From an optimization exercise on the open Yosys and OpenROAD flow, aimed at a short achievable clock period and few clock cycles; shortcuts taken in it are not production practice. In this exercise RTL edits were held to simulation tests only and were not proved equivalent to the original. Power is estimated from default activity; no workload was simulated.

--- config.mk ---
export PLATFORM = sky130hd
export DESIGN_NAME = rv_core_top
export DESIGN_NICKNAME = rv_core_top
export VERILOG_FILES = /design/flow/design.v
export SDC_FILE = /design/flow/constraint.sdc
export NUM_CORES = 4
export LEC_CHECK = 0
export CAP_MARGIN = 20
export CORE_MARGIN = 2
export CORE_UTILIZATION = 40
export SLEW_MARGIN = 20
--- constraint.sdc ---
create_clock -name core_clock -period 11.0 [get_ports {clk}]
set_input_delay 2.2000 -clock core_clock [delete_from_list [all_inputs] [get_ports {clk}]]
set_output_delay 2.2000 -clock core_clock [all_outputs]
set_load 0.01 [all_outputs]
--- design.v ---
package rv_core_pkg;
  localparam logic [4:0] opcode_op     = 5'b01100;
  localparam logic [4:0] opcode_op_imm = 5'b00100;
  localparam logic [4:0] opcode_lui    = 5'b01101;
  localparam logic [4:0] opcode_auipc  = 5'b00101;
  localparam logic [4:0] opcode_jal    = 5'b11011;
  localparam logic [4:0] opcode_jalr   = 5'b11001;
  localparam logic [4:0] opcode_branch = 5'b11000;
  localparam int res_add  = 0;
  localparam int res_sub  = 1;
  localparam int res_sll  = 2;
  localparam int res_slt  = 3;
  localparam int res_sltu = 4;
  localparam int res_xor  = 5;
  localparam int res_sr   = 6;
  localparam int res_or   = 7;
  localparam int res_and  = 8;
  localparam int res_link = 9;
  localparam int res_n    = 10;
  localparam int br_eq  = 0;
  localparam int br_ne  = 1;
  localparam int br_lt  = 2;
  localparam int br_ge  = 3;
  localparam int br_ltu = 4;
  localparam int br_geu = 5;
  localparam int br_n   = 6;
endpackage
import rv_core_pkg::*;
module rv_alu (
  input  logic [rv_core_pkg::res_n-1:0] i_sel,
  input  logic        i_sra,
  input  logic [31:0] i_a,
  input  logic [31:0] i_b,
  input  logic [31:0] i_link,
  output logic [31:0] o_sum,
  output logic        o_eq,
  output logic        o_lt,
  output logic        o_ltu,
  output logic [31:0] o_y
);
  logic [31:0] sum, diff, sll, sr;
  logic [4:0]  shamt;
  assign shamt = i_b[4:0];
  assign sum   = i_a + i_b;
  assign diff  = i_a - i_b;
  assign sll   = i_a << shamt;
  assign sr    = $unsigned($signed({i_sra & i_a[31], i_a}) >>> shamt);
  assign o_sum = sum;
  logic [31:0] g0, e0;
  logic [15:0] g1, e1;
  logic [7:0]  g2, e2;
  logic [3:0]  g3, e3;
  logic [1:0]  g4, e4;
  logic        g5, e5;
  assign g0 = {1'b0, ~i_a[30:0] & i_b[30:0]};
  assign e0 = {1'b1, ~(i_a[30:0] ^ i_b[30:0])};
  always_comb begin
    for (int i = 0; i < 16; i++) begin
      g1[i] = g0[2*i+1] | (e0[2*i+1] & g0[2*i]);
      e1[i] = e0[2*i+1] & e0[2*i];
    end
    for (int i = 0; i < 8; i++) begin
      g2[i] = g1[2*i+1] | (e1[2*i+1] & g1[2*i]);
      e2[i] = e1[2*i+1] & e1[2*i];
    end
    for (int i = 0; i < 4; i++) begin
      g3[i] = g2[2*i+1] | (e2[2*i+1] & g2[2*i]);
      e3[i] = e2[2*i+1] & e2[2*i];
    end
    for (int i = 0; i < 2; i++) begin
      g4[i] = g3[2*i+1] | (e3[2*i+1] & g3[2*i]);
      e4[i] = e3[2*i+1] & e3[2*i];
    end
    g5 = g4[1] | (e4[1] & g4[0]);
    e5 = e4[1] & e4[0];
  end
  logic e31;
  assign e31   = ~(i_a[31] ^ i_b[31]);
  assign o_eq  = e31 & e5;
  assign o_ltu = (~i_a[31] & i_b[31]) | (e31 & g5);
  assign o_lt  = (i_a[31] & ~i_b[31]) | (e31 & g5);
  assign o_y = ({32{i_sel[res_add]}}  & sum)
             | ({32{i_sel[res_sub]}}  & diff)
             | ({32{i_sel[res_sll]}}  & sll)
             | ({32{i_sel[res_slt]}}  & {31'd0, o_lt})
             | ({32{i_sel[res_sltu]}} & {31'd0, o_ltu})
             | ({32{i_sel[res_xor]}}  & (i_a ^ i_b))
             | ({32{i_sel[res_sr]}}   & sr)
             | ({32{i_sel[res_or]}}   & (i_a | i_b))
             | ({32{i_sel[res_and]}}  & (i_a & i_b))
             | ({32{i_sel[res_link]}} & i_link);
endmodule
import rv_core_pkg::*;
module rv_regfile (
  input  logic        clk,
  input  logic [4:0]  i_rs1_addr,
  input  logic [4:0]  i_rs2_addr,
  output logic [31:0] o_rs1_data,
  output logic [31:0] o_rs2_data,
  input  logic        i_we,
  input  logic [4:0]  i_wr_addr,
  input  logic [31:0] i_wr_data
);
  logic [31:0] regs [32];
  always_ff @(posedge clk) begin
    if (i_we) begin
      regs[i_wr_addr] <= i_wr_data;
    end
  end
  assign o_rs1_data = (i_rs1_addr == 5'd0) ? '0 :
                      (i_we && i_wr_addr == i_rs1_addr) ? i_wr_data : regs[i_rs1_addr];
  assign o_rs2_data = (i_rs2_addr == 5'd0) ? '0 :
                      (i_we && i_wr_addr == i_rs2_addr) ? i_wr_data : regs[i_rs2_addr];
endmodule
import rv_core_pkg::*;
module rv_core #(
  parameter int BTB_IDX = 5,
  parameter int BTB_TAG = 4,
  parameter int BTB_TGT = 14
) (
  input  logic        clk,
  input  logic        nrst,
  output logic [31:0] o_imem_addr,
  input  logic [31:0] i_imem_data,
  input  logic        i_halt_req,
  input  logic        i_resume_req,
  input  logic [31:0] i_resume_pc,
  output logic        o_halt,
  output logic        o_commit_valid,
  output logic [31:0] o_commit_pc,
  output logic [31:0] o_commit_inst,
  output logic [4:0]  o_commit_rd_addr,
  output logic        o_commit_rd_wb,
  output logic [31:0] o_commit_rd_data
);
  localparam int NB = 1 << BTB_IDX;
  logic        running;
  logic        resume_go;
  logic        run_next;
  logic [31:0] pc_f;
  logic        bhit_f;
  logic [31:0] btgt_f;
  logic [NB-1:0]      b_val;
  logic [BTB_TAG-1:0] b_tag [NB];
  logic [BTB_TGT-1:0] b_tgt [NB];
  logic [BTB_IDX-1:0] idx_f;
  logic [BTB_TAG-1:0] tag_f;
  logic        v_d;
  logic [31:0] pc_d;
  logic        bh_d;
  logic        v_r;
  logic [31:0] pc_r;
  logic [31:0] inst_r;
  logic        bh_r;
  logic        v_x;
  logic [31:0] pc_x;
  logic [31:0] inst_x;
  logic [4:0]  rd_x;
  logic        wb_x;
  logic        bh_x;
  logic [31:0] op_a;
  logic [31:0] op_b;
  logic [res_n-1:0] sel_x;
  logic        sra_x;
  logic        jal_x;
  logic        jalr_x;
  logic [31:0] tgt_x;
  logic [31:0] seq_x;
  logic        c_valid;
  logic [31:0] c_pc;
  logic [31:0] c_inst;
  logic [4:0]  c_rd;
  logic        c_wb;
  logic [31:0] c_data;
  logic        rf_we;
  logic [4:0]  rf_wa;
  logic [31:0] rf_wd;
  logic        eq, lt, ltu, cond, raw;
  logic [2:0]  use_x;
  logic        inv_x;
  logic        kill_r;
  logic        kill_d;
  logic        redirect;
  logic [31:0] npc_x;
  logic        rd_t, rd_s, rd_j;
  logic        taken;
  logic        fr;
  logic [31:0] jtgt;
  logic [31:0] y;
  logic        upd_w;
  logic        upd_i;
  logic [31:0] upd_pc;
  logic [31:0] upd_tgt;
  assign resume_go = ~running & i_resume_req;
  assign run_next  = resume_go | (running & ~i_halt_req);
  assign idx_f  = pc_f[BTB_IDX+1:2];
  assign tag_f  = pc_f[BTB_IDX+BTB_TAG+1:BTB_IDX+2];
  logic [NB-1:0]      hit_v;
  logic [BTB_TGT-1:0] btgt_lo;
  always_comb begin
    btgt_lo = '0;
    for (int i = 0; i < NB; i++) begin
      hit_v[i] = b_val[i] & (b_tag[i] == tag_f) & (idx_f == BTB_IDX'(i));
      btgt_lo  = btgt_lo | ({BTB_TGT{hit_v[i]}} & b_tgt[i]);
    end
  end
  assign bhit_f = |hit_v;
  assign btgt_f = {pc_f[31:BTB_TGT], btgt_lo};
  always_ff @(posedge clk) begin
    if (!nrst) begin
      running <= 1'b0;
    end else begin
      running <= run_next;
    end
  end
  logic [31:0] pc_inc;
  logic [31:0] pc_seq;
  logic        fs_btb, fs_seq;
  assign pc_inc = pc_f + 32'd4;
  assign fs_btb = ~resume_go & bhit_f;
  assign fs_seq = ~resume_go & ~bhit_f;
  assign pc_seq = ({32{resume_go}} & i_resume_pc)
                | ({32{fs_btb}}    & btgt_f)
                | ({32{fs_seq}}    & pc_inc);
  logic        go_x;
  logic        s1_t, s0_t, s0_s, s0_j, s0_any;
  logic [31:0] pc_c1, pc_c0;
  assign go_x   = v_x & running;
  assign s1_t   = go_x & rd_t;
  assign pc_c1  = s1_t ? tgt_x : pc_seq;
  assign s0_t   = go_x & jal_x & rd_t;
  assign s0_j   = go_x & jalr_x & rd_j;
  assign s0_s   = go_x & ~jal_x & ~jalr_x & rd_s;
  assign s0_any = s0_t | s0_j | s0_s;
  assign pc_c0  = ({32{s0_t}}    & tgt_x)
                | ({32{s0_j}}    & jtgt)
                | ({32{s0_s}}    & seq_x)
                | ({32{~s0_any}} & pc_seq);
  always_ff @(posedge clk) begin
    pc_f <= raw ? (inv_x ? pc_c0 : pc_c1) : (inv_x ? pc_c1 : pc_c0);
  end
  assign o_imem_addr = pc_f;
  assign o_halt      = ~running;
  always_ff @(posedge clk) begin
    if (!nrst) begin
      b_val <= '0;
    end else if (upd_w) begin
      b_val[upd_pc[BTB_IDX+1:2]] <= 1'b1;
    end else if (upd_i) begin
      b_val[upd_pc[BTB_IDX+1:2]] <= 1'b0;
    end
    if (upd_w) begin
      b_tag[upd_pc[BTB_IDX+1:2]] <= upd_pc[BTB_IDX+BTB_TAG+1:BTB_IDX+2];
      b_tgt[upd_pc[BTB_IDX+1:2]] <= upd_tgt[BTB_TGT-1:0];
    end
  end
  always_ff @(posedge clk) begin
    v_d  <= nrst & running & ~redirect;
    pc_d <= pc_f;
    bh_d <= bhit_f;
  end
  always_ff @(posedge clk) begin
    v_r    <= nrst & v_d & ~kill_d & ~resume_go;
    pc_r   <= pc_d;
    inst_r <= i_imem_data;
    bh_r   <= bh_d;
  end
  logic [4:0]  opc;
  logic [2:0]  f3;
  logic [4:0]  rs1, rs2, rd;
  logic        is_op, is_opimm, is_lui, is_auipc, is_jal, is_jalr, is_br;
  logic        wb_r;
  logic [31:0] imm_i, imm_u, imm_j, imm_b;
  logic [31:0] rs1_data, rs2_data;
  logic [res_n-1:0] sel_r;
  logic [br_n-1:0]  brc_r;
  logic        fa, fb;
  assign opc = inst_r[6:2];
  assign f3  = inst_r[14:12];
  assign rs1 = inst_r[19:15];
  assign rs2 = inst_r[24:20];
  assign rd  = inst_r[11:7];
  assign is_op    = (opc == opcode_op);
  assign is_opimm = (opc == opcode_op_imm);
  assign is_lui   = (opc == opcode_lui);
  assign is_auipc = (opc == opcode_auipc);
  assign is_jal   = (opc == opcode_jal);
  assign is_jalr  = (opc == opcode_jalr);
  assign is_br    = (opc == opcode_branch);
  assign wb_r = (rd != 5'd0) &
                (is_op | is_opimm | is_lui | is_auipc | is_jal | is_jalr);
  assign imm_i = {{20{inst_r[31]}}, inst_r[31:20]};
  assign imm_u = {inst_r[31:12], 12'h000};
  assign imm_j = {{12{inst_r[31]}}, inst_r[19:12], inst_r[20], inst_r[30:21], 1'b0};
  assign imm_b = {{20{inst_r[31]}}, inst_r[7], inst_r[30:25], inst_r[11:8], 1'b0};
  rv_regfile i_regfile (
    .clk        (clk),
    .i_rs1_addr (rs1),
    .i_rs2_addr (rs2),
    .o_rs1_data (rs1_data),
    .o_rs2_data (rs2_data),
    .i_we       (rf_we),
    .i_wr_addr  (rf_wa),
    .i_wr_data  (rf_wd)
  );
  always_comb begin
    sel_r = '0;
    if (is_op | is_opimm) begin
      case (f3)
        3'd0: begin
          if (is_op & inst_r[30]) sel_r[res_sub] = 1'b1;
          else                    sel_r[res_add] = 1'b1;
        end
        3'd1: sel_r[res_sll]  = 1'b1;
        3'd2: sel_r[res_slt]  = 1'b1;
        3'd3: sel_r[res_sltu] = 1'b1;
        3'd4: sel_r[res_xor]  = 1'b1;
        3'd5: sel_r[res_sr]   = 1'b1;
        3'd6: sel_r[res_or]   = 1'b1;
        default: sel_r[res_and] = 1'b1;
      endcase
    end
    if (is_lui | is_auipc) sel_r[res_add]  = 1'b1;
    if (is_jal | is_jalr)  sel_r[res_link] = 1'b1;
  end
  always_comb begin
    brc_r = '0;
    if (is_br) begin
      case (f3)
        3'b000: brc_r[br_eq]  = 1'b1;
        3'b001: brc_r[br_ne]  = 1'b1;
        3'b100: brc_r[br_lt]  = 1'b1;
        3'b101: brc_r[br_ge]  = 1'b1;
        3'b110: brc_r[br_ltu] = 1'b1;
        3'b111: brc_r[br_geu] = 1'b1;
        default: ;
      endcase
    end
  end
  logic [31:0] tgt_j, tgt_b;
  logic [13:0] lo_b;
  logic [21:0] lo_j;
  logic [18:0] hi_b_inc, hi_b_dec;
  logic [10:0] hi_j_inc, hi_j_dec;
  assign lo_b     = {1'b0, pc_r[12:0]} + {1'b0, imm_b[12:0]};
  assign lo_j     = {1'b0, pc_r[20:0]} + {1'b0, imm_j[20:0]};
  assign hi_b_inc = pc_r[31:13] + 19'd1;
  assign hi_b_dec = pc_r[31:13] - 19'd1;
  assign hi_j_inc = pc_r[31:21] + 11'd1;
  assign hi_j_dec = pc_r[31:21] - 11'd1;
  assign tgt_b[12:0]  = lo_b[12:0];
  assign tgt_b[31:13] = (lo_b[13] & ~imm_b[12]) ? hi_b_inc :
                        (~lo_b[13] & imm_b[12]) ? hi_b_dec : pc_r[31:13];
  assign tgt_j[20:0]  = lo_j[20:0];
  assign tgt_j[31:21] = (lo_j[21] & ~imm_j[20]) ? hi_j_inc :
                        (~lo_j[21] & imm_j[20]) ? hi_j_dec : pc_r[31:21];
  assign fa = v_x & wb_x & (rd_x == rs1) & ~(is_lui | is_auipc);
  assign fb = v_x & wb_x & (rd_x == rs2) & (is_op | is_br);
  always_ff @(posedge clk) begin
    v_x    <= nrst & v_r & ~kill_r & ~resume_go;
    pc_x   <= pc_r;
    inst_x <= inst_r;
    rd_x   <= rd;
    wb_x   <= wb_r;
    bh_x   <= bh_r;
    op_a   <= fa ? y : (is_lui ? 32'd0 : (is_auipc ? pc_r : rs1_data));
    op_b   <= fb ? y : ((is_op | is_br) ? rs2_data : ((is_opimm | is_jalr) ? imm_i : imm_u));
    sel_x  <= sel_r;
    sra_x  <= inst_r[30];
    use_x  <= {brc_r[br_ltu] | brc_r[br_geu], brc_r[br_lt] | brc_r[br_ge],
               brc_r[br_eq] | brc_r[br_ne]};
    inv_x  <= brc_r[br_ne] | brc_r[br_ge] | brc_r[br_geu];
    jal_x  <= is_jal;
    jalr_x <= is_jalr;
    tgt_x  <= is_jal ? tgt_j : tgt_b;
    seq_x  <= pc_r + 32'd4;
  end
  logic [31:0] sum;
  rv_alu i_alu (
    .i_sel  (sel_x),
    .i_sra  (sra_x),
    .i_a    (op_a),
    .i_b    (op_b),
    .i_link (seq_x),
    .o_sum  (sum),
    .o_eq   (eq),
    .o_lt   (lt),
    .o_ltu  (ltu),
    .o_y    (y)
  );
  assign raw  = (use_x[0] & eq) | (use_x[1] & lt) | (use_x[2] & ltu);
  assign cond = raw ^ inv_x;
  assign taken = jal_x | jalr_x | cond;
  assign jtgt  = {sum[31:1], 1'b0};
  assign npc_x = jalr_x ? jtgt : (taken ? tgt_x : seq_x);
  function automatic logic sum_eq(input logic [31:0] sa, input logic [31:0] sb,
                                  input logic [31:0] sc);
    logic [31:0] k;
    logic [31:0] x;
    x    = sa ^ sb ^ sc;
    k[0] = 1'b0;
    k[1] = sa[0] & sb[0];
    for (int i = 2; i < 32; i++) begin
      k[i] = (sa[i-1] & sb[i-1]) | ((sa[i-1] | sb[i-1]) & ~sc[i-1]);
    end
    sum_eq = (x[31:1] == k[31:1]) & ~sc[0];
  endfunction
  logic jr, jd, jf;
  logic tr, td, tf;
  logic sr, sd, sf;
  assign jr = v_r     & sum_eq(op_a, op_b, pc_r);
  assign jd = v_d     & sum_eq(op_a, op_b, pc_d);
  assign jf = running & sum_eq(op_a, op_b, pc_f);
  assign tr = v_r     & (tgt_x == pc_r);
  assign td = v_d     & (tgt_x == pc_d);
  assign tf = running & (tgt_x == pc_f);
  assign sr = v_r     & (seq_x == pc_r);
  assign sd = v_d     & (seq_x == pc_d);
  assign sf = running & (seq_x == pc_f);
  assign rd_t = ~tr & ~td & ~tf;
  assign rd_s = ~sr & ~sd & ~sf;
  assign rd_j = ~jr & ~jd & ~jf;
  assign fr = jalr_x ? jr : (taken ? tr : sr);
  assign kill_r   = v_x & (jalr_x ? ~jr : (taken ? ~tr : ~sr));
  assign kill_d   = v_x & (jalr_x ? (~jr & ~jd) : (taken ? (~tr & ~td) : (~sr & ~sd)));
  assign redirect = v_x & (jalr_x ? rd_j : (taken ? rd_t : rd_s));
  always_ff @(posedge clk) begin
    upd_w   <= nrst & v_x & taken & ~fr;
    upd_i   <= nrst & v_x & ~taken & bh_x;
    upd_pc  <= pc_x;
    upd_tgt <= jalr_x ? jtgt : tgt_x;
  end
  always_ff @(posedge clk) begin
    c_valid <= nrst & v_x;
    c_pc    <= pc_x;
    c_inst  <= inst_x;
    c_rd    <= rd_x;
    c_wb    <= wb_x;
    c_data  <= y;
  end
  always_ff @(posedge clk) begin
    rf_we <= nrst & v_x & wb_x;
    if (v_x & wb_x) begin
      rf_wa <= rd_x;
      rf_wd <= y;
    end
  end
  assign o_commit_valid   = c_valid;
  assign o_commit_pc      = c_pc;
  assign o_commit_inst    = c_inst;
  assign o_commit_rd_addr = c_rd;
  assign o_commit_rd_wb   = c_wb;
  assign o_commit_rd_data = c_data;
endmodule
module rv_core_top (
  input  logic        clk,
  input  logic        nrst,
  output logic [31:0] o_imem_addr,
  input  logic [31:0] i_imem_data,
  input  logic        i_halt_req,
  input  logic        i_resume_req,
  input  logic [31:0] i_resume_pc,
  output logic        o_halt,
  output logic        o_commit_valid,
  output logic [31:0] o_commit_pc,
  output logic [31:0] o_commit_inst,
  output logic [4:0]  o_commit_rd_addr,
  output logic        o_commit_rd_wb,
  output logic [31:0] o_commit_rd_data
);
  rv_core i_core (
    .clk              (clk),
    .nrst             (nrst),
    .o_imem_addr      (o_imem_addr),
    .i_imem_data      (i_imem_data),
    .i_halt_req       (i_halt_req),
    .i_resume_req     (i_resume_req),
    .i_resume_pc      (i_resume_pc),
    .o_halt           (o_halt),
    .o_commit_valid   (o_commit_valid),
    .o_commit_pc      (o_commit_pc),
    .o_commit_inst    (o_commit_inst),
    .o_commit_rd_addr (o_commit_rd_addr),
    .o_commit_rd_wb   (o_commit_rd_wb),
    .o_commit_rd_data (o_commit_rd_data)
  );
endmodule
--- flow/run.sh ---
#!/bin/bash
set -euo pipefail
MARGIN=$(cat flow/margin.txt)
bash standard.sh SETUP_SLACK_MARGIN=$MARGIN finish > run_flow.log 2>&1
--- flow/margin.txt ---
8
--- standard.sh ---
#!/bin/bash
# synth_recipe.tcl (not shown) runs the flow's synth.tcl, then flattens the netlist and writes it again
# the make line also repeats each setting of config.mk as NAME=value (left out here)
make -C /OpenROAD-flow-scripts/flow DESIGN_CONFIG=/design/flow/config.mk WORK_HOME=/design/flow/orfs CLKGATE_MAP_FILE= SYNTH_SCRIPT=/design/flow/synth_recipe.tcl "${@:-finish}"
==> results of run 1 <==
cells in the final DEF, fill, tap and decap left out, drive strengths merged, types with 86 or more instances in the layout:
| cell type | n |
|---|---|
| a21oi | 221 |
| a221oi | 89 |
| a22oi | 181 |
| buf | 1130 |
| clkbuf | 291 |
| clkinv | 101 |
| dfxtp | 488 |
| edfxtp | 1637 |
| fa | 94 |
| ha | 170 |
| inv | 229 |
| mux2i | 176 |
| mux4 | 701 |
| nand2 | 363 |
| nand3 | 138 |
| nor2 | 348 |
| nor3 | 86 |
| nor4 | 127 |
| o21ai | 200 |
| xnor2 | 336 |
| xor2 | 231 |
flip-flops by register name, indices dropped and copies added (netlist names), 3 cells and up, named ones only:
register               count
i_core.i_regfile.regs   1024
i_core.b_tgt             448
i_core.b_tag             128
i_core.c_data             32
i_core.c_inst             32
i_core.c_pc               32
i_core.inst_r             32
i_core.inst_x             32
i_core.op_a               32
i_core.op_b               32
i_core.pc_d               32
i_core.pc_f               32
i_core.pc_r               32
i_core.pc_x               32
i_core.rf_wd              32
i_core.tgt_x              31
i_core.seq_x              30
i_core.upd_tgt            14
i_core.sel_x              10
i_core.rf_wa               5
i_core.use_x               3
layer usage:
layer | wire, um | vias to the layer above | share of wire
met2 | 195000 | 5701 | 0.44
li1 | - | 29585 | -
met3 | 55100 | 1437 | 0.12
met4 | 33700 | 14 | 0.076
met5 | 73 | - | 0.00016
met1 | 160000 | 39104 | 0.36
timing repair:
| item | in CTS | in global routing |
|---|---|---|
| pin swaps | 255 | 225 |
| cloned | 62 | 5 |
| buffers inserted | 560 | 148 |
| setup endpoints to repair | 534 | 366 |
| gates resized for setup | 1955 | 390 |
cell families (layout without fill, tap and decap cells):
kind of cell    after synthesis  after routing
fa+ha+maj                   266            266
simple gates               1328           1331
other cells                   0             12
xor+xnor                    567            567
compound gates             1131           1131
flops                      2125           2125
buf+inv                     760           1886
mux                         891            891
cell type report:
class / count / area (um2) / share of cell area
inverter: 251 / 1160 / 0.00873
sequential: 2125 / 59500 / 0.447
clock buffer: 286 / 6010 / 0.0452
antenna: 12 / 30.0 / 0.000226
multi-input combinational: 4186 / 47000 / 0.354
timing repair inverter: 3 / 22.5 / 0.000169
tap: 3384 / 4230 / 0.0318
clock inverter: 129 / 1380 / 0.0104
timing repair buffer: 1217 / 13600 / 0.103
power by group through the flow:
stage / clock network, W / logic [W] / registers [W]
after floorplan: 0 / 0.00246 / 0.00959
after global placement: 0 / 0.00388 / 0.0101
after detailed placement: 0 / 0.00390 / 0.0101
after CTS: 0.00772 / 0.00521 / 0.00976
after global routing: 0.00804 / 0.00587 / 0.00980
final: 0.00766 / 0.00572 / 0.00984
path summary, 6_finish.rpt:
| check | depth (start not counted) | to | start | slack [ns] |
|---|---|---|---|---|
| worst min register to register | 0 | i_core.c_inst[20] | i_core.inst_x[20] | 0.32 |
| worst max-delay path | 2 | o_imem_addr[9] | i_core.pc_f[9] | 7.28 |
| worst min-delay path | 0 | i_core.c_inst[20] | i_core.inst_x[20] | 0.32 |
| worst max register to register | 18 | i_core.pc_f[29] | i_core.pc_f[9] | 7.32 |
per-stage QoR:
step	hold WS, ns	power [W]	util	instances	area, um2
2_1_floorplan	0.310	0.0121	-	7068	104000
3_3_place_gp	0.310	0.0140	0.431	10371	110000
3_5_place_dp	0.312	0.0140	0.431	10375	110000
4_1_cts	0.323	0.0227	0.506	11412	130000
5_1_grt	0.323	0.0237	0.519	11584	133000
6_report	0.322	0.0232	0.519	11593	133000
==> impl_metrics.csv, run 1 <==
group,metric,value,unit
logic_synthesis,synth_top_family_by_area,"multiplexers",
sta,tns,0,ns
power,seq_power_share,0.424,
logic_synthesis,synth.avg_cell_area,14.5,um2
logic_synthesis,yosys_warnings,3,
sta,slew_violations,0,
logic_synthesis,synth.top_cell.area_share,0.478,
power,power.net_switching,0.00745,W
logic_synthesis,synthCells,7068,
worst_setup_path,required,8.80,ns
clock_tree,clk_latency,0.92,ns
sta,finalCritPeriodShare,0.339,
route,wirelength,443000,um
clock_tree,root_buffer,"clkbuf_16",
sta,worst_pin_slew,1.15,ns
global_routing,grt_pass1_wl,603000,um
global_routing,grt.total_usage,0.331,
global_routing,antenna_found_initial,23,
logic_synthesis,synth-compound-area-share,0.0760,
route,viasPerCell,6.54,
global_routing,top_usage_layer,"met2",
global_routing,grt_pass1_vias,73140,
logic_synthesis,synth_edf_count,1637,
logic_synthesis,ys_seq_elements,2125,
worst_setup_path,timing.critical_path.slowest_cell_delay,0.37,ns
logic_synthesis,synth_mux_area_frac,0.172,
logic_synthesis,synth_area_leaders,"edfxtp_1 48%, mux4_2 15%, dfxtp_1 9.5%",
clock_tree,clock-sinks,2125,
hold_path,hp-class,"flop to flop",
worst_setup_path,crit_path_top_delay_cell,"dfxtp_4",
sta,finClkSkew,0.106,ns
clock_tree,clockBufferDepth,3,
sta,rsz0062_at_grt,"true",
power,switching_share,0.321,
placement,pre_cts_ws,5.49,ns
logic_synthesis,async_flop_share,0,
worst_setup_path,cp-start-kind,"flop",
sta,finalHoldViolCount,0,
route,drc,0,
final_layout,drive_gt1_frac,0.398,
die,core_area,256000,um2
logic_synthesis,syn-cell-area,103000,um2
route,first_pass_iters,8,
placement,numPortBuffers,203,
die,num_rows,186,
global_routing,grt_max_degree,64,
route,ant_nets,0,
placement,place_hpwl,262000,um
logic_synthesis,yosysUniqueCellTypes,81,
worst_setup_path,crit_family,"flip-flops",
placement,gp_congestion,1.02,
die,die_w,511,um
clock_tree,ctsHtreeMaxLevel,4,
sta,max_freq,268,MHz
status,status,"timing/DRC/antenna clean",
worst_setup_path,worstPathBufferInverterCount,2,
logic_synthesis,synth_nets,7400,
final_layout,nets,8338,
power,power-per-cell-area,175,nW/um2
sta,slew_headroom,0.236,
global_routing,grt.met1_usage,0.428,
logic_synthesis,synth.most_common_cell,"edfxtp_1",
final_layout,area_growth,29.4,%
logic_synthesis,synth-simple-area-share,0.0620,
die,dieArea,261000,um2
route,drt-initial-drc-count,11470,
worst_setup_path,cp_cell_sequence,"buf_12 > buf_6",
logic_synthesis,synthXorXnorAreaFrac,0.0483,
worst_setup_path,crit_type,"flop to output pin",
power,p_clk_frac,0.330,
clock_tree,numCtsBuffers,222,
final_layout,fillers,20834,
global_routing,overflow,0,
global_routing,grtUsageMet2,0.499,
power,combPwrFrac,0.246,
sta,worst_slack,7.28,ns
worst_setup_path,arrival,1.52,ns
route,vias,75841,
flow_run,cap_violations,0,
worst_setup_path,cp-end-kind,"output pin",
power,vdd.ir_drop.worst,173,uV
sta,min_period,3.72,ns
power,p_leak,45.7,nW
logic_synthesis,synth_fa_ha_area_frac,0.0392,
clock_tree,hold_buffers,0,
die,ios,204,
power,p_int,0.0158,W
logic_synthesis,yosysTopAreaCell,"edfxtp_1",
die,fp.dieH,511,um
sta,setup_violations,0,
route,wire_per_inst,38.2,um
global_routing,use_met3,0.0908,
clock_tree,clk_pin_slew,0.07,ns
die,initial_core_util,0.401,
clock_tree,cts_tree,"done",
logic_synthesis,ys_seq_area_frac,0.573,
worst_setup_path,cp_max_fo,2,
logic_synthesis,yosys-top-cells-count,"1637 x edfxtp_1, 701 x mux4_2, 488 x dfxtp_1",
logic_synthesis,synth_flop_cell,"edfxtp_1",
Testbench counts, summed over its fixed seeds: cycles 8,238.
==> inputs of run 2 (changes only) <==
--- a/config.mk
+++ b/config.mk
@@ -9,3 +9,4 @@
 export CORE_MARGIN = 2
-export CORE_UTILIZATION = 40
+export CORE_UTILIZATION = 65
+export PLACE_DENSITY = 0.75
 export SLEW_MARGIN = 20
==> run 2 against run 1 <==
  * Synthesized cell count is the same
  * The run now fails in global routing
  * Synthesized area is the same
==> impl_metrics.csv, run 2 <==
group,metric,value,unit
clock_tree,clockBufferDepth,3,
placement,gp_congestion,1.11,
sta,worst_endpoint,"i_core.pc_f[30]$_DFF_P_/D",
logic_synthesis,async_flop_share,0,
sta,worst_endpoint_kind,"register data pin",
placement,place_hpwl,258000,um
die,initial_core_util,0.657,
logic_synthesis,yosysUniqueCellTypes,81,
logic_synthesis,ys_seq_elements,2125,
clock_tree,ctsHtreeMaxLevel,4,
global_routing,overflow,58,
logic_synthesis,ys_seq_area_frac,0.573,
clock_tree,hold_buffers,0,
clock_tree,root_buffer,"clkbuf_16",
die,fp.dieH,402,um
logic_synthesis,synth.top_cell.area_share,0.478,
die,die_w,402,um
logic_synthesis,yosys_warnings,3,
die,num_rows,145,
logic_synthesis,synth.most_common_cell,"edfxtp_1",
die,ios,204,
logic_synthesis,synth_edf_count,1637,
clock_tree,clock-sinks,2125,
status,status,"stopped before the end",
logic_synthesis,synth.avg_cell_area,14.5,um2
logic_synthesis,syn-cell-area,103000,um2
global_routing,grt_max_degree,61,
global_routing,grt.total_usage,0.747,
status,stop_error,"[ERROR GRT-0232] Routing congestion too high. Check the congestion heatmap in the GUI.",
logic_synthesis,synth_nets,7400,
logic_synthesis,synth_flop_cell,"edfxtp_1",
logic_synthesis,synthCells,7068,
status,stop_stage,"global routing",
logic_synthesis,yosysTopAreaCell,"edfxtp_1",
logic_synthesis,yosys-top-cells-count,"1637 x edfxtp_1, 701 x mux4_2, 488 x dfxtp_1",
logic_synthesis,synth_area_leaders,"edfxtp_1 48%, mux4_2 15%, dfxtp_1 9.5%",
placement,numPortBuffers,203,
clock_tree,numCtsBuffers,205,
run 2: cell counts after synthesis:
Identical to the previous run, type by type.
run 2: worst min path at each step:
stage	startpoint	end	slack [ns]	cells past startpoint
2_1_floorplan	i_core.bh_d	i_core.bh_r	0.31	0
3_3_place_gp	i_core.bh_d	i_core.bh_r	0.31	0
3_5_place_dp	i_core.inst_x[0]	i_core.c_inst[0]	0.31	0
4_1_cts	i_core.pc_x[6]	i_core.c_pc[6]	0.32	0
run 2: cell families after synthesis:
group,Yosys count,synth area share
AOI/OAI and AO/OA,1131,0.0760
xor gates and xnor gates,567,0.0483
adders and majority gates,266,0.0392
buffers and inverters,760,0.0292
DFF,2125,0.573
muxes,891,0.172
and+or+nand+nor,1328,0.0620
run 2: stage by stage:
stage / power (W) / instances / cell area, um2 / setup WS, ns
after floorplan: 0.0121 / 7068 / 104000 / 7.30
after global placement: 0.0138 / 9069 / 109000 / 5.86
after detailed placement: 0.0138 / 9077 / 109000 / 5.81
after CTS: 0.0221 / 9922 / 126000 / 7.28
run 2: power groups by stage:
stage	clock network, W	logic [W]	registers, W
after CTS	0.00740	0.00492	0.00979
after detailed placement	0	0.00374	0.0100
after global placement	0	0.00372	0.0100
after floorplan	0	0.00246	0.00959
run 2: repair_timing:
item | CTS
pin swaps | 209
gates resized for setup | 1841
gates cloned | 58
endpoints found under the setup margin | 825
setup buffers | 399
run 2: layer usage:
| metal | overflow | track usage |
|---|---|---|
| met5 | 0 | 0.361 |
| met3 | 2 | 0.602 |
| met4 | 31 | 0.695 |
| met2 | 23 | 0.890 |
| met1 | 2 | 0.776 |
==> inputs of run 3 (changes only) <==
--- a/design.v
+++ b/design.v
@@ -136,2 +136,6 @@
   localparam int NB = 1 << BTB_IDX;
+  logic [4:0]  opc;
+  logic [2:0]  f3;
+  logic [4:0]  rs1, rs2, rd;
+  logic        is_op, is_opimm, is_lui, is_auipc, is_jal, is_jalr, is_br;
   logic        running;
@@ -219,5 +223,12 @@
   assign pc_inc = pc_f + 32'd4;
-  assign fs_btb = ~resume_go & bhit_f;
-  assign fs_seq = ~resume_go & ~bhit_f;
+  logic        r_unp;
+  logic        fs_ru;
+  logic [31:0] seq_r;
+  assign r_unp  = v_r & bh_r & ~(is_br | is_jal | is_jalr);
+  assign seq_r  = pc_r + 32'd4;
+  assign fs_ru  = ~resume_go & r_unp;
+  assign fs_btb = ~resume_go & ~r_unp & bhit_f;
+  assign fs_seq = ~resume_go & ~r_unp & ~bhit_f;
   assign pc_seq = ({32{resume_go}} & i_resume_pc)
+                | ({32{fs_ru}}     & seq_r)
                 | ({32{fs_btb}}    & btgt_f)
@@ -257,3 +268,3 @@
   always_ff @(posedge clk) begin
-    v_d  <= nrst & running & ~redirect;
+    v_d  <= nrst & running & ~redirect & ~(r_unp & ~kill_r);
     pc_d <= pc_f;
@@ -262,3 +273,3 @@
   always_ff @(posedge clk) begin
-    v_r    <= nrst & v_d & ~kill_d & ~resume_go;
+    v_r    <= nrst & v_d & ~kill_d & ~resume_go & ~(r_unp & ~kill_r);
     pc_r   <= pc_d;
@@ -267,6 +278,2 @@
   end
-  logic [4:0]  opc;
-  logic [2:0]  f3;
-  logic [4:0]  rs1, rs2, rd;
-  logic        is_op, is_opimm, is_lui, is_auipc, is_jal, is_jalr, is_br;
   logic        wb_r;
@@ -375,3 +382,3 @@
     tgt_x  <= is_jal ? tgt_j : tgt_b;
-    seq_x  <= pc_r + 32'd4;
+    seq_x  <= seq_r;
   end
--- a/config.mk
+++ b/config.mk
@@ -9,4 +9,3 @@
 export CORE_MARGIN = 2
-export CORE_UTILIZATION = 65
-export PLACE_DENSITY = 0.75
+export CORE_UTILIZATION = 40
 export SLEW_MARGIN = 20
==> run 3 against run 2 <==
  * The run now finishes clean
  * Synthesized area grew 1.1%
  * Synthesized cell count grew 2.2%
==> impl_metrics.csv, run 3 <==
group,metric,value,unit
status,status,"timing/DRC/antenna clean",
sta,rsz0062_at_grt,"true",
global_routing,top_usage_layer,"met2",
logic_synthesis,synthCells,7223,
sta,finalHoldViolCount,0,
power,p_leak,45.4,nW
worst_setup_path,crit_type,"flop to output pin",
final_layout,drive_gt1_frac,0.378,
logic_synthesis,ys_seq_area_frac,0.567,
sta,finClkSkew,0.0691,ns
logic_synthesis,synth_area_leaders,"edfxtp_1 47%, mux4_2 15%, dfxtp_1 9.4%",
worst_setup_path,crit_family,"buffers and inverters",
logic_synthesis,synth.avg_cell_area,14.4,um2
route,drt-initial-drc-count,11024,
sta,slew_violations,0,
logic_synthesis,yosys_warnings,3,
final_layout,largest_register,"i_core.i_regfile.regs",
worst_setup_path,required,8.80,ns
logic_synthesis,async_flop_share,0,
hold_path,hp-class,"flop to flop",
clock_tree,cts_tree,"done",
sta,whs,0.315,ns
route,first_pass_iters,8,
worst_setup_path,timing.critical_path.slowest_cell_delay,0.34,ns
logic_synthesis,yosysUniqueCellTypes,111,
final_layout,area_growth,26.7,%
worst_setup_path,worstPathBufferInverterCount,3,
placement,place_hpwl,287000,um
power,power-per-cell-area,178,nW/um2
die,ios,204,
global_routing,grtUsageMet2,0.539,
logic_synthesis,ys_seq_elements,2125,
sta,max_freq,249,MHz
clock_tree,clockBufferDepth,3,
global_routing,grt.total_usage,0.345,
global_routing,grt_max_degree,62,
worst_setup_path,arrival,1.81,ns
route,drc,0,
sta,finalCritPeriodShare,0.365,
clock_tree,ctsHtreeMaxLevel,4,
logic_synthesis,yosys-top-cells-count,"1637 x edfxtp_1, 701 x mux4_2, 488 x dfxtp_1",
final_layout,final_common_cell,"edfxtp_1",
power,vdd.ir_drop.worst,178,uV
final_layout,nets,8397,
route,ant_nets,0,
logic_synthesis,yosysTopAreaCell,"edfxtp_1",
global_routing,overflow,0,
global_routing,use_met3,0.0883,
placement,numPortBuffers,203,
global_routing,grt_pass1_wl,624000,um
final_layout,fillers,21398,
route,wirelength,463000,um
sta,slew_headroom,0.0793,
clock_tree,root_buffer,"clkbuf_16",
sta,worst_pin_slew,1.37,ns
worst_setup_path,cp_cell_sequence,"buf_12 > clkinvlp_4 > buf_6",
clock_tree,clk_pin_slew,0.06,ns
sta,tns,0,ns
worst_setup_path,cp_max_fo,2,
worst_setup_path,crit_path_top_delay_cell,"dfxtp_2",
logic_synthesis,syn-cell-area,104000,um2
final_layout,seq_area,59500,um2
flow_run,cap_violations,0,
sta,min_period,4.01,ns
worst_setup_path,cp-end-kind,"output pin",
placement,gp_congestion,1.03,
route,vias,76012,
global_routing,grt.met1_usage,0.425,
global_routing,antenna_found_initial,32,
final_layout,final_util,0.509,
logic_synthesis,synth.most_common_cell,"edfxtp_1",
die,num_rows,187,
logic_synthesis,synth.top_cell.area_share,0.473,
sta,setup_violations,0,
logic_synthesis,synth_flop_cell,"edfxtp_1",
die,die_w,514,um
clock_tree,hold_buffers,0,
route,viasPerCell,6.51,
final_layout,final_cell_mix,"1637 x edfxtp_1, 701 x mux4_2, 605 x buf_4, 375 x nand2_1, 284 x xnor2_1",
die,dieArea,264000,um2
clock_tree,clk_latency,0.94,ns
logic_synthesis,synth_edf_count,1637,
route,wire_per_inst,39.7,um
global_routing,grt_pass1_vias,73916,
die,core_area,259000,um2
worst_setup_path,cp-start-kind,"flop",
final_layout,multi_input_area,46900,um2
clock_tree,clock-sinks,2125,
die,initial_core_util,0.401,
die,fp.dieH,514,um
final_layout,largest_register_ffs,1024,
logic_synthesis,synth_nets,7555,
clock_tree,numCtsBuffers,223,
-- run 3: changes by cell type after synthesis, moves of 26 or more --
cell,change
nand3_1,-26
a22oi_1,-50
nand2_1,+35
and3_1,+43
nor4_1,-28
o21ai_0,+56
nor2_1,+33
mux2i_1,-41
-- run 3: metrics by stage --
step / instance area (um2) / cells / setup WS, ns / total power, W
floorplan: 105000 / 7223 / 7.44 / 0.0123
global route: 132000 / 11663 / 7.00 / 0.0240
finish: 132000 / 11678 / 6.99 / 0.0235
detailed placement: 111000 / 10528 / 5.21 / 0.0143
CTS: 129000 / 11493 / 7.03 / 0.0230
global placement: 111000 / 10526 / 5.24 / 0.0143
-- run 3: layout make-up --
cell class,instances,share of cell area
Clock buffer,287,0.0461
Timing Repair Buffer,1142,0.0956
Multi-Input combinational cell,4324,0.356
Clock inverter,125,0.00897
Sequential cell,2125,0.452
Antenna cell,24,0.000456
Inverter,246,0.00857
Timing Repair inverter,3,0.000199
Tap cell,3402,0.0323
-- run 3: metal layers --
metal | part of all wire | up-vias
met5 | 0.00018 | -
met4 | 0.080 | 12
met3 | 0.11 | 1450
met2 | 0.46 | 5442
met1 | 0.35 | 39139
li1 | - | 29969
-- run 3: worst paths after layout --
| check | start | end | slack (ns) | cells after the start |
|---|---|---|---|---|
| worst min-delay path | i_core.pc_x[9] | i_core.c_pc[9] | 0.32 | 0 |
| worst min register to register | i_core.pc_x[9] | i_core.c_pc[9] | 0.32 | 0 |
| worst max register to register | i_core.seq_x[19] | i_core.pc_f[7] | 7.20 | 13 |
| worst max-delay path | i_core.running | o_halt | 6.99 | 3 |
-- run 3: what timing repair did --
item                       4_1_cts  5_1_grt
gates cloned                    46        7
setup endpoints to repair      437      376
hold endpoints to repair         0        0
pin swaps                      204      202
resized for setup             1854      390
setup buffers                  507      143
-- run 3: report_power, final --
group | leakage (nW) | switching (W) | internal, W
Combinational | 23.0 | 0.00335 | 0.00251
Clock | 3.56 | 0.00336 | 0.00424
Sequential | 18.8 | 0.000896 | 0.00915
Total | 45.4 | 0.00761 | 0.0159
-- run 3: logic make-up (layout without fill, tap and decap cells) --
kind of cell             Yosys count  after routing  share of synthesized area
AO/OA/AOI/OAI                   1210           1210                     0.0813
XOR/XNOR                         551            551                     0.0464
adder cells (fa/ha/maj)          264            264                     0.0386
buffers and inverters            774           1803                     0.0314
flip-flops                      2125           2125                      0.567
multiplexers                     849            849                      0.166
other                              0             24                          0
AND/OR/NAND/NOR                 1450           1450                     0.0693
Testbench counts of run 3, summed over its fixed seeds: cycles 8,207.
==> inputs of run 4 (changes only) <==
--- a/config.mk
+++ b/config.mk
@@ -9,3 +9,3 @@
 export CORE_MARGIN = 2
-export CORE_UTILIZATION = 40
+export CORE_UTILIZATION = 50
 export SLEW_MARGIN = 20
==> run 4 against run 3 <==
  * Critical path depth grew 13
  * Setup slack gained 0.22 ns
  * Total power shrank 0.54%
  * Sequential power is essentially flat
  * Non-clock buffer count shrank 29
  * First-iteration DRC count shrank 1.2%
  * Critical endpoint is now i_core.pc_f[20]
  * Largest cell class unchanged
==> impl_metrics.csv, run 4 <==
group,metric,value,unit
hold_path,hp-class,"flop to flop",
route,drt-initial-drc-count,10890,
clock_tree,clk_pin_slew,0.06,ns
logic_synthesis,synth_flop_cell,"edfxtp_1",
power,vdd.ir_drop.worst,177,uV
logic_synthesis,yosys_warnings,3,
sta,slew_headroom,0.262,
route,wire_per_inst,39.8,um
power,seq_power_share,0.430,
die,ios,204,
die,core_area,207000,um2
clock_tree,clock-sinks,2125,
worst_setup_path,crit_type,"flop to flop",
logic_synthesis,synth_edf_count,1637,
route,ant_nets,0,
global_routing,antenna_found_initial,27,
global_routing,grt.total_usage,0.405,
final_layout,final_common_cell,"edfxtp_1",
sta,finalCritPeriodShare,0.345,
clock_tree,hold_buffers,0,
clock_tree,ctsHtreeMaxLevel,4,
clock_tree,root_buffer,"clkbuf_16",
final_layout,largest_register_ffs,1024,
route,drc,0,
global_routing,grt_max_degree,68,
logic_synthesis,yosys-top-cells-count,"1637 x edfxtp_1, 701 x mux4_2, 488 x dfxtp_1",
sta,worst_pin_slew,1.10,ns
logic_synthesis,async_flop_share,0,
logic_synthesis,synth.top_cell.area_share,0.473,
sta,min_period,3.79,ns
die,num_rows,167,
clock_tree,clockBufferDepth,3,
flow_run,cap_violations,0,
die,die_w,460,um
logic_synthesis,synth_area_leaders,"edfxtp_1 47%, mux4_2 15%, dfxtp_1 9.4%",
global_routing,use_met3,0.0808,
final_layout,largest_register,"i_core.i_regfile.regs",
route,viasPerCell,6.88,
power,power-per-cell-area,179,nW/um2
final_layout,nets,8367,
die,initial_core_util,0.503,
status,status,"timing/DRC/antenna clean",
clock_tree,clk_latency,0.94,ns
route,vias,75272,
worst_setup_path,required,11.75,ns
power,p_leak,45.4,nW
final_layout,area_growth,26.0,%
clock_tree,cts_tree,"done",
power,p_clk_frac,0.326,
worst_setup_path,arrival,4.54,ns
sta,max_freq,264,MHz
worst_setup_path,cp_max_fo,4,
logic_synthesis,synth_nets,7555,
die,dieArea,212000,um2
power,combPwrFrac,0.243,
sta,rsz0062_at_grt,"true",
power,switching_share,0.321,
route,first_pass_iters,8,
global_routing,grt_pass1_vias,71670,
global_routing,grt_pass1_wl,588000,um
sta,slew_violations,0,
placement,numPortBuffers,203,
power,power.net_switching,0.00750,W
power,total_power,0.0234,W
logic_synthesis,synth.most_common_cell,"edfxtp_1",
clock_tree,numCtsBuffers,221,
logic_synthesis,yosysUniqueCellTypes,111,
route,wirelength,436000,um
final_layout,final_cell_mix,"1637 x edfxtp_1, 701 x mux4_2, 541 x buf_4, 381 x nand2_1, 288 x nor2_1",
worst_setup_path,cp-end-kind,"flop",
sta,finClkSkew,0.100,ns
placement,place_hpwl,265000,um
logic_synthesis,ys_seq_area_frac,0.567,
logic_synthesis,ys_seq_elements,2125,
sta,finalHoldViolCount,0,
global_routing,top_usage_layer,"met2",
global_routing,grtUsageMet2,0.626,
final_layout,drive_gt1_frac,0.373,
logic_synthesis,yosysTopAreaCell,"edfxtp_1",
global_routing,overflow,0,
die,fp.dieH,460,um
sta,setup_violations,0,
worst_setup_path,cp-start-kind,"flop",
global_routing,grt.met1_usage,0.530,
logic_synthesis,syn-cell-area,104000,um2
placement,gp_congestion,1.02,
logic_synthesis,synthCells,7223,
logic_synthesis,synth.avg_cell_area,14.4,um2
power,p_int,0.0159,W
sta,tns,0,ns
==> run 4: cells by family (layout without fill, tap and decap cells) <==
kind of cell / count (synthesis) / in the layout / share of synthesized area
flops: 2125 / 2125 / 0.567
xor+xnor: 551 / 551 / 0.0464
buf+inv: 774 / 1774 / 0.0314
compound gates: 1210 / 1210 / 0.0813
simple gates: 1450 / 1451 / 0.0693
mux: 849 / 849 / 0.166
other cells: 0 / 11 / 0
fa+ha+maj: 264 / 264 / 0.0386
==> run 4: cell type report <==
class,count,area [um2]
tap,2704,3380
antenna,11,27.5
clock buffer,301,6040
timing repair inverter,3,26.3
sequential,2125,59500
fill,15035,75900
inverter,246,1070
timing repair buffer,1113,12800
clock inverter,111,1310
multi-input combinational,4325,46800
==> run 4: stage by stage <==
stage / setup slack (ns) / hold slack [ns] / std cells / area [um2] / util
finish: 7.21 / 0.278 / 10939 / 131000 / 0.633
floorplan: 7.44 / 0.310 / 7223 / 105000 / -
global route: 7.19 / 0.289 / 10931 / 131000 / 0.633
CTS: 7.23 / 0.275 / 10724 / 127000 / 0.615
detailed placement: 5.76 / 0.312 / 9810 / 110000 / 0.532
global placement: 5.13 / 0.310 / 9805 / 110000 / 0.531
==> run 4: metal layers <==
metal  share of wire  wire length [um]  vias up
li1                -                 -    29890
met1            0.36            159000    38725
met2            0.46            198000     5315
met3            0.10             44800     1328
met4           0.077             33500       14
met5         0.00027               116        -
==> run 4: final timing paths <==
kind | from | endpoint | slack (ns) | cells after the start
worst max register to register | i_core.op_b[2] | i_core.pc_f[20] | 7.21 | 16
worst min register to register | i_core.pc_x[7] | i_core.c_pc[7] | 0.28 | 0
worst min-delay path | i_core.pc_x[7] | i_core.c_pc[7] | 0.28 | 0
worst max-delay path | i_core.op_b[2] | i_core.pc_f[20] | 7.21 | 16
==> run 4: repair_timing <==
| item | in CTS | in global routing |
|---|---|---|
| pin swaps | 201 | 224 |
| setup buffers | 452 | 179 |
| gates resized for setup | 1774 | 425 |
| cloned | 50 | 9 |
| setup endpoints to repair | 451 | 342 |
==> run 4: power groups by stage <==
stage               combinational, W  sequential, W  clock (W)
global route                 0.00585         0.0100    0.00800
detailed placement           0.00396         0.0103          0
global placement             0.00398         0.0103          0
CTS                          0.00513         0.0100    0.00768
finish                       0.00569         0.0101    0.00763
floorplan                    0.00263        0.00964          0
==> run 4: worst max-delay path, stage by stage (launching register included) <==
cell	delay, ns
dfxtp_4	0.34
buf_6	0.11
buf_12	0.13
inv_16	0.06
ha_4	0.21
buf_4	0.15
buf_12	0.12
a211oi_4	0.28
nor3_4	0.09
nor4b_4	0.34
o21a_4	0.24
o31a_1	0.24
o31ai_4	0.09
a21oi_1	0.53
nor3_1	0.20
a211oi_1	0.34
a22oi_1	0.15
==> inputs of run 5 (changes only) <==
--- a/design.v
+++ b/design.v
@@ -212,2 +212,3 @@
   assign btgt_f = {pc_f[31:BTB_TGT], btgt_lo};
+  logic halted;
   always_ff @(posedge clk) begin
@@ -215,4 +216,6 @@
       running <= 1'b0;
+      halted  <= 1'b1;
     end else begin
       running <= run_next;
+      halted  <= ~run_next;
     end
@@ -253,3 +256,3 @@
   assign o_imem_addr = pc_f;
-  assign o_halt      = ~running;
+  assign o_halt      = halted;
   always_ff @(posedge clk) begin
--- a/config.mk
+++ b/config.mk
@@ -9,3 +9,3 @@
 export CORE_MARGIN = 2
-export CORE_UTILIZATION = 50
+export CORE_UTILIZATION = 40
 export SLEW_MARGIN = 20
==> run 5 against run 4 <==
  * Combinational power shrank 2%
  * Register-to-register slack lost 0.03 ns
  * Cell count grew 6.0%
  * Total power grew 0.19%
  * Die area grew 24%
  * Flip-flop and latch count grew 1
  * Hold slack gained 0.031 ns
  * Clock power grew 4.1%
  * Global-route usage shrank 7.9 points
  * Core utilization shrank 12 points
  * Via count grew 0.61%
  * Synthesized cell count shrank 0.66%
  * Critical path type unchanged
  * Largest cell class unchanged
  * Largest power group unchanged
==> impl_metrics.csv, run 5 <==
group,metric,value,unit
die,core_area,257000,um2
hold_path,hp-class,"flop to flop",
route,viasPerCell,6.53,
sta,slew_headroom,0.158,
die,dieArea,263000,um2
worst_setup_path,worstReg2RegEnd,"i_core.pc_f[28]",
route,drt-initial-drc-count,11028,
worst_setup_path,cp-end-kind,"flop",
final_layout,area_growth,28.2,%
die,die_w,513,um
sta,rsz0062_at_grt,"true",
clock_tree,hold_buffers,0,
logic_synthesis,synth_edf_count,1637,
power,p_leak,45.5,nW
die,num_rows,186,
final_layout,design_area,133000,um2
clock_tree,clock-sinks,2126,
worst_setup_path,crit_path_top_delay_cell,"or4_4",
logic_synthesis,syn-cell-area,104000,um2
logic_synthesis,synthCells,7175,
route,first_pass_iters,10,
flow_run,cap_violations,0,
final_layout,final_cell_mix,"1637 x edfxtp_1, 698 x mux4_2, 568 x buf_4, 325 x nand2_1, 312 x dfxtp_1",
global_routing,grt_pass1_vias,72696,
logic_synthesis,synth_nets,7507,
worst_setup_path,r2r_start,"i_core.op_a[12]",
global_routing,antenna_found_initial,21,
status,status,"timing/DRC/antenna clean",
route,ant_nets,0,
logic_synthesis,yosys_warnings,3,
worst_setup_path,endpoint,"i_core.pc_f[28]",
sta,setup_violations,0,
die,fp.dieH,513,um
sta,min_period,3.83,ns
logic_synthesis,yosysTopAreaCell,"edfxtp_1",
hold_path,hp-start,"i_core.pc_x[30]",
final_layout,drive_gt1_frac,0.385,
route,wirelength,441000,um
route,route.met3.wl,53700,um
placement,gp_congestion,1.02,
route,drc,0,
route,vias,75728,
clock_tree,cts_tree,"done",
worst_setup_path,cp-start-kind,"flop",
clock_tree,numCtsBuffers,221,
logic_synthesis,synth.most_common_cell,"edfxtp_1",
worst_setup_path,startpoint,"i_core.op_a[12]",
die,initial_core_util,0.403,
clock_tree,root_buffer,"clkbuf_16",
final_layout,nets,8339,
sta,slew_violations,0,
global_routing,overflow,0,
global_routing,grt_max_degree,65,
route,wire_per_inst,38.0,um
worst_setup_path,cp_cell_sequence,"buf_12 > inv_8 > ha_4 > or4_4 > nor4_4 > and4bb_2 > o31ai_4 > a41oi_4 > a21oi_4 > buf_6 > buf_6 > xor2_4 > buf_12 > buf_8 > a222oi_1 > o21ai_1",
logic_synthesis,ys_seq_area_frac,0.568,
logic_synthesis,yosys-top-cells-count,"1637 x edfxtp_1, 698 x mux4_2, 489 x dfxtp_1",
worst_setup_path,reg2regPathDepth,16,
route,wl_met2,197000,um
clock_tree,clk_latency,0.96,ns
logic_synthesis,async_flop_share,0,
worst_setup_path,timing.critical_path.slowest_cell_delay,0.56,ns
power,vdd.ir_drop.worst,176,uV
global_routing,grt.total_usage,0.326,
worst_setup_path,crit_type,"flop to flop",
final_layout,final_util,0.517,
worst_setup_path,rrSetupSlack,7.17,ns
sta,finalCritPeriodShare,0.348,
logic_synthesis,synth.top_cell.area_share,0.474,
die,ios,204,
logic_synthesis,synth_flop_cell,"edfxtp_1",
clock_tree,clk_pin_slew,0.08,ns
route,m1WireLength,159000,um
clock_tree,ctsHtreeMaxLevel,4,
global_routing,grt_pass1_wl,598000,um
worst_setup_path,arrival,4.59,ns
sta,finalHoldViolCount,0,
logic_synthesis,ys_seq_elements,2126,
worst_setup_path,required,11.76,ns
power,power-per-cell-area,176,nW/um2
placement,numPortBuffers,203,
worst_setup_path,cp_max_fo,6,
logic_synthesis,synth.avg_cell_area,14.5,um2
final_layout,largest_register,"i_core.i_regfile.regs",
logic_synthesis,yosysUniqueCellTypes,101,
placement,place_area,111000,um2
placement,place_hpwl,266000,um
sta,finClkSkew,0.135,ns
clock_tree,clockBufferDepth,3,
sta,worst_pin_slew,1.25,ns
logic_synthesis,synth_area_leaders,"edfxtp_1 47%, mux4_2 15%, dfxtp_1 9.4%",
final_layout,final_common_cell,"edfxtp_1",
route,routed.top_layer,"met5",
sta,tns,0,ns
final_layout,largest_register_ffs,1024,
sta,max_freq,261,MHz
==> run 5: changes by cell type in the layout (fill, tap and decap cells not counted), sizes merged, moves of 32 or more <==
cell / change
and3: -41
a22oi: +39
xor2: +41
buf: +35
nand2: -50
xnor2: -32
==> run 5: report_power, final <==
group | total [W] | internal, W | leakage [nW] | switching (W)
sequential | 0.00991 | 0.00912 | 18.8 | 0.000790
clock | 0.00794 | 0.00454 | 3.75 | 0.00341
combinational | 0.00557 | 0.00234 | 23.0 | 0.00323
==> run 5: area by class of cell <==
cell class / instances / area [um2]
Fill cell: 20916 / 124000
Sequential cell: 2126 / 59400
Multi-Input combinational cell: 4252 / 47300
Timing Repair Buffer: 1150 / 13100
Clock buffer: 278 / 6080
Tap cell: 3384 / 4230
Clock inverter: 139 / 1690
Inverter: 254 / 1150
Timing Repair inverter: 2 / 17.5
Antenna cell: 6 / 15.0
==> run 5: through the flow <==
stage / cells / setup slack, ns / hold slack (ns) / power (W)
5_1_grt: 11587 / 7.16 / 0.317 / 0.0239
6_report: 11591 / 7.17 / 0.309 / 0.0234
4_1_cts: 11417 / 7.18 / 0.318 / 0.0229
3_5_place_dp: 10473 / 5.64 / 0.312 / 0.0140
3_3_place_gp: 10467 / 5.41 / 0.310 / 0.0140
2_1_floorplan: 7175 / 7.63 / 0.310 / 0.0121
==> run 5: routing by layer <==
| metal | up-vias | GRT usage |
|---|---|---|
| li1 | 29777 | - |
| met3 | 1317 | 0.0908 |
| met2 | 5642 | 0.500 |
| met1 | 38976 | 0.419 |
| met5 | - | 0 |
| met4 | 16 | 0.180 |
==> run 5: how the worst min path moves through the flow <==
stage                        endpoint  slack [ns]  cells past startpoint
detailed placement  i_core.c_inst[25]        0.31                      0
floorplan                 i_core.bh_r        0.31                      0
global route        i_core.c_inst[27]        0.32                      0
global placement      i_core.c_pc[20]        0.31                      0
finish                i_core.c_pc[30]        0.31                      0
CTS                 i_core.c_inst[29]        0.32                      0
==> run 5: cell families (layout without fill, tap and decap cells) <==
logic type | Yosys count | count (layout) | share of synthesized area
buf+inv | 798 | 1823 | 0.0317
other cells | 0 | 6 | 0
mux | 868 | 868 | 0.168
xor+xnor | 560 | 560 | 0.0473
simple gates | 1349 | 1350 | 0.0654
flops | 2126 | 2126 | 0.568
fa+ha+maj | 264 | 264 | 0.0387
compound gates | 1210 | 1210 | 0.0803
==> run 5: timing repair <==
item                       4_1_cts  5_1_grt
setup buffers                  469      146
setup endpoints to repair      506      361
resized for setup             1867      438
cloned                          58        5
pin swaps                      194      226
==> run 5: critical path, delay by kind of cell, from the launching register on <==
kind / cells / cell delay, ns
fa+ha+maj: 1 / 0.23
xor+xnor: 1 / 0.16
simple gates: 3 / 1.11
compound gates: 5 / 0.98
flops: 1 / 0.41
buf+inv: 6 / 0.72
Testbench counts of run 5, summed over its fixed seeds: cycles 8,207.

afterwards: timing with drivers on the ports:
How much do the figures lean on ideal ports? The routed layouts below were timed once more, with nothing changed but the port constraints. Step 1 sets driving cells, clkbuf_16 on the clock port and buf_2 on the other inputs (assumed; they add their load-dependent delay and slew). Step 2 times the ports against the registers' clock, not the clock port: input delays grow and output delays shrink by t, the midpoint of the rising clock arrivals with the driver on. Three values: no drivers, after step 1, after step 2; two values: the first two.
run	shift t [ns]	setup WS [ns]	hold slack, ns	worst slew at a driven data input, ns
run 1	0.958	7.276 / 7.183 / 6.515	0.322 / 0.322 / 0.322	0.06
run 3	1.016	6.989 / 6.880 / 6.508	0.315 / 0.315 / 0.315	0.08
run 4	0.976	7.206 / 7.162 / 6.420	0.278 / 0.278 / 0.278	0.09
run 5	0.980	7.172 / 7.121 / 6.594	0.309 / 0.309 / 0.309	0.08
After both steps setup and hold are still met in every run listed. For run 4, which loses most, drivers alone change the setup slack by -0.044 ns; drivers and shift together by -0.786 ns.
